Background: an optimization exercise with open tools, aiming at a short achievable clock period. Do not read the settings as production practice. The clock port is modelled as an ideal driver; clocking choices that lean on that would not hold on a real chip. Power is estimated from default activity; no workload was simulated.

==> flow/design.v (excerpt) <==
module branch_predictor #(
  parameter int ENTRIES = 16,
  parameter int INDEX_W = 4
) (
  input  logic        clk_i,
  input  logic        rst_i,
  input  logic [31:0] fetch_pc_i,
  output logic [31:0] next_pc_o,
  output logic        pred_taken_o,
  output logic [31:0] pred_target_o,
  input  logic        mem_stall_i,
  input  logic        upd_valid_i,
  input  logic [31:0] upd_pc_i,
  input  logic        upd_taken_i,
  input  logic [31:0] upd_target_i,
  input  logic        upd_pred_taken_i,
  input  logic [31:0] upd_pred_target_i,
  output logic        mispredict_o,
  output logic [31:0] redirect_pc_o,
  output logic [31:0] branch_cnt_o,
  output logic [31:0] mispred_cnt_o
);
Size in the first run: ~3800 cells after synthesis, about 0.051 sq mm of cells after synthesis.
Settings: LEC_CHECK=0, ABC_CLOCK_PERIOD_IN_PS=4000, CAP_MARGIN=20, CORE_MARGIN=2, CORE_UTILIZATION=40, SETUP_SLACK_MARGIN=2.5, SLEW_MARGIN=20, SYNTH_HIERARCHICAL=1; clock period 7.0 ns.
standard.sh (not shown) runs the stock make flow with config.mk's settings and CLKGATE_MAP_FILE= SYNTH_SCRIPT=/design/flow/synth_recipe.tcl, a recipe that flattens the netlist after the stock synthesis.
==> flow/flow/run.sh <==
#!/bin/bash
# Standard layout, with the delay cells (clkdlybuf4s*, dlygate*, dlymetal*,
# dlybuf*), buf_1, bufbuf_* and clkinvlp_* kept out of port buffering and
# timing repair. Synthesis is the
# standard one, run unchanged first; the later steps source flow/dont_use.tcl
# through ORFS's PRE_<step>_TCL hooks, and flow/io.tcl sets pin regions
# before pin placement. Each tool's output goes to a log here.
set -euo pipefail
H="$PWD/flow/dont_use.tcl"
bash standard.sh synth > synth.log 2>&1
bash standard.sh \
  PRE_FLOORPLAN_TCL="$H" PRE_GLOBAL_PLACE_TCL="$H" PRE_RESIZE_TCL="$H" \
  PRE_DETAIL_PLACE_TCL="$H" PRE_CTS_TCL="$H" PRE_GLOBAL_ROUTE_TCL="$H" \
  PRE_DETAIL_ROUTE_TCL="$H" PRE_FILLCELL_TCL="$H" \
  PRE_IO_PLACEMENT_TCL="$PWD/flow/io.tcl" \
  finish > layout.log 2>&1
==> flow/flow/dont_use.tcl <==
# Keep delay cells, the weakest buffers and low-power clock inverters out of
# port buffering and timing repair.
set_dont_use [get_lib_cells {sky130_fd_sc_hd__clkdlybuf4s* sky130_fd_sc_hd__dlygate* sky130_fd_sc_hd__dlymetal* sky130_fd_sc_hd__dlybuf* sky130_fd_sc_hd__buf_1 sky130_fd_sc_hd__clkinvlp_* sky130_fd_sc_hd__bufbuf_*}]
==> flow/flow/io.tcl <==
# Pin regions: the fetch lookup's ports in one corner of the die, the
# resolve/update ports along the opposite edges.
set die [ord::get_die_area]
set w [lindex $die 2]
set h [lindex $die 3]
set hw [expr {int($w / 2)}]
set hh [expr {int($h / 2)}]
proc bp_ports {pats} {
  set names {}
  foreach p $pats {
    foreach port [get_ports $p] { lappend names [get_full_name $port] }
  }
  return $names
}
set_io_pin_constraint -pin_names [bp_ports {fetch_pc_i[*] pred_taken_o}] -region left:0-$hh
set_io_pin_constraint -pin_names [bp_ports {next_pc_o[*] pred_target_o[*]}] -region bottom:0-$hw
set_io_pin_constraint -pin_names [bp_ports {upd_pc_i[*] upd_target_i[*] upd_taken_i redirect_pc_o[*]}] -region right:*
set_io_pin_constraint -pin_names [bp_ports {upd_pred_target_i[*] upd_pred_taken_i upd_valid_i mem_stall_i mispredict_o}] -region top:*
Rerun with:
--- a/flow/design.v
+++ b/flow/design.v
@@ -41,32 +41,29 @@
   assign fetch_idx = fetch_pc_i[INDEX_W+1:2];
   assign fetch_tag = fetch_pc_i[31:INDEX_W+2];
   logic [31:0]        fetch_tgt_n;
   logic [ENTRIES-1:0] valid_taken;    
   always_comb begin
     for (int i = 0; i < ENTRIES; i++) begin
       valid_taken[i] = valid_q[i] && ctr_q[i][1];
     end
   end
   logic [INDEX_W-1:0] fetch_idx_n;
-  logic [3:0]         idx_lo [2];
-  logic [3:0]         idx_hi [2];
+  logic [3:0]         idx_lo, idx_hi;
   for (genvar b = 0; b < INDEX_W; b++) begin : g_idx_n
     bp_inv u_inv (.a(fetch_idx[b]), .y(fetch_idx_n[b]));
   end
-  for (genvar c = 0; c < 2; c++) begin : g_pre
-    for (genvar m = 0; m < 4; m++) begin : g_m
-      bp_nor2 u_lo (.a(m % 2 ? fetch_idx_n[0] : fetch_idx[0]),
-                    .b(m / 2 ? fetch_idx_n[1] : fetch_idx[1]), .y(idx_lo[c][m]));
-      bp_nor2 u_hi (.a(m % 2 ? fetch_idx_n[2] : fetch_idx[2]),
-                    .b(m / 2 ? fetch_idx_n[3] : fetch_idx[3]), .y(idx_hi[c][m]));
-    end
+  for (genvar m = 0; m < 4; m++) begin : g_pre
+    bp_nor2 u_lo (.a(m % 2 ? fetch_idx_n[0] : fetch_idx[0]),
+                  .b(m / 2 ? fetch_idx_n[1] : fetch_idx[1]), .y(idx_lo[m]));
+    bp_nor2 u_hi (.a(m % 2 ? fetch_idx_n[2] : fetch_idx[2]),
+                  .b(m / 2 ? fetch_idx_n[3] : fetch_idx[3]), .y(idx_hi[m]));
   end
   logic [3:0]         dec_lo_n, dec_hi_n;
   logic [ENTRIES-1:0] fetch_dec [4];
   for (genvar m = 0; m < 4; m++) begin : g_dec_pre
     bp_nand2 u_lo (.a(m % 2 ? fetch_idx[0] : fetch_idx_n[0]),
                    .b(m / 2 ? fetch_idx[1] : fetch_idx_n[1]), .y(dec_lo_n[m]));
     bp_nand2 u_hi (.a(m % 2 ? fetch_idx[2] : fetch_idx_n[2]),
                    .b(m / 2 ? fetch_idx[3] : fetch_idx_n[3]), .y(dec_hi_n[m]));
   end
   for (genvar c = 0; c < 4; c++) begin : g_dec
@@ -77,22 +74,22 @@
   for (genvar k = 0; k < 32; k++) begin : g_tgt
     logic [7:0] u;
     logic [1:0] w;
     for (genvar p = 0; p < 8; p++) begin : g_u
       bp_a22oi u_u (.a1(fetch_dec[k/8][2*p]), .a2(target_q[2*p][k]),
                     .b1(fetch_dec[k/8][2*p+1]), .b2(target_q[2*p+1][k]), .y(u[p]));
     end
     bp_nand4 u_w0 (.a(u[0]), .b(u[1]), .c(u[2]), .d(u[3]), .y(w[0]));
     bp_nand4 u_w1 (.a(u[4]), .b(u[5]), .c(u[6]), .d(u[7]), .y(w[1]));
     bp_nor2  u_t  (.a(w[0]), .b(w[1]), .y(fetch_tgt_n[k]));
-    bp_or2   u_tp (.a(w[0]), .b(w[1]), .y(fetch_tgt[k]));
   end
+  assign fetch_tgt = ~fetch_tgt_n;
   logic [TAG_W-1:0] fetch_tag_n [4];
   for (genvar c = 0; c < 4; c++) begin : g_tag_n
     for (genvar b = 0; b < TAG_W; b++) begin : g_b
       bp_inv u_inv (.a(fetch_tag[b]), .y(fetch_tag_n[c][b]));
     end
   end
   for (genvar i = 0; i < ENTRIES; i++) begin : g_cmp
     logic [TAG_W-1:0] x;
     logic [5:0]       a;
     logic [2:0]       e;
@@ -101,22 +98,22 @@
       bp_xor2 u_x (.a(fetch_tag_n[i/4][b]), .b(tag_q[i][b]), .y(x[b]));
     end
     for (genvar j = 0; j < 6; j++) begin : g_a
       bp_nand4 u_a (.a(x[4*j]), .b(x[4*j+1]), .c(x[4*j+2]), .d(x[4*j+3]), .y(a[j]));
     end
     for (genvar j = 0; j < 3; j++) begin : g_e
       bp_nor2 u_e (.a(a[2*j]), .b(a[2*j+1]), .y(e[j]));
     end
     logic g, sh_n, st_n;
     bp_nand2 u_g  (.a(x[24]), .b(x[25]), .y(g));
-    bp_nand3 u_sh (.a(idx_lo[i/8][i%4]), .b(idx_hi[(i/2)%2][i/4]), .c(valid_q[i]), .y(sh_n));
-    bp_nand3 u_st (.a(idx_lo[i/8][i%4]), .b(idx_hi[(i/2)%2][i/4]), .c(valid_taken[i]), .y(st_n));
+    bp_nand3 u_sh (.a(idx_lo[i%4]), .b(idx_hi[i/4]), .c(valid_q[i]), .y(sh_n));
+    bp_nand3 u_st (.a(idx_lo[i%4]), .b(idx_hi[i/4]), .c(valid_taken[i]), .y(st_n));
     bp_nor2  u_eh (.a(g), .b(sh_n), .y(eh));
     bp_nor2  u_et (.a(g), .b(st_n), .y(et));
     bp_nand4 u_nh (.a(e[0]), .b(e[1]), .c(e[2]), .d(eh), .y(fetch_nh[i]));
     bp_nand4 u_nt (.a(e[0]), .b(e[1]), .c(e[2]), .d(et), .y(fetch_nt[i]));
   end
   logic [3:0] hq [2];
   logic [3:0] tq [2];
   logic [1:0] hr [8];
   logic [1:0] tr [8];
   logic [1:0] tr_p;
@@ -316,23 +313,20 @@
 endmodule
 module bp_nand4 (input logic a, input logic b, input logic c, input logic d, output logic y);
   assign y = !(a && b && c && d);
 endmodule
 module bp_and3 (input logic a, input logic b, input logic c, output logic y);
   assign y = a && b && c;
 endmodule
 module bp_nor4 (input logic a, input logic b, input logic c, input logic d, output logic y);
   assign y = !(a || b || c || d);
 endmodule
-module bp_or2 (input logic a, input logic b, output logic y);
-  assign y = a || b;
-endmodule
 module bp_nor2 (input logic a, input logic b, output logic y);
   assign y = !(a || b);
 endmodule
 module bp_nor3 (input logic a, input logic b, input logic c, output logic y);
   assign y = !(a || b || c);
 endmodule
 module bp_and2 (input logic a, input logic b, output logic y);
   assign y = a && b;
 endmodule
 module bp_a22oi (input logic a1, input logic a2, input logic b1, input logic b2, output logic y);
The changed run passed the timing, DRC and antenna checks.
Utilization shrinks by 1.0 points.
Cell area went down by about 0.36%.
Die area rises by 1.8%.
Setup slack gains 0.11 ns.
Cell count rose by 2.0%.
Clock-buffer cell count increases by 2.
Routed wire length increases by 3.1%.
Register-to-register slack gets better by 0.25 ns.
Power barely changes.
Sequential share of layout area grows by 0.17 points.
Clock power stays flat.
Critical path depth grows by 1.
No functional check of the RTL was part of any run of this note.

-- static timing again, ports no longer ideal --
Ports are ideal in the flow. The routed layouts listed here were re-timed in OpenROAD. Step 1 sets driving cells, clkbuf_16 on the clock port and buf_2 on the other inputs (assumed; they add their load-dependent delay and slew). Step 2 adds t to the input delays and takes it off the output delays; t is the mean of the earliest and latest rising clock arrival at the registers after step 1. Input paths then give back, and output paths get back, about the clock's delay inside the block. a / b / c = no drivers / after step 1 / after step 2; a / b = the first two.
run	shift t [ns]	slack for setup (ns)	worst register clock-pin slew, ns	worst data-port slew with drivers (ns)
the first run	0.820	2.122 / 1.979 / 1.903	0.07 / 0.07	0.22
the second run	0.806	2.229 / 2.092 / 1.796	0.07 / 0.07	0.18
After both steps every run listed still meets setup and hold. The setup slack of the second run, which loses most, moves by -0.137 ns with the drivers and by -0.433 ns with both steps.
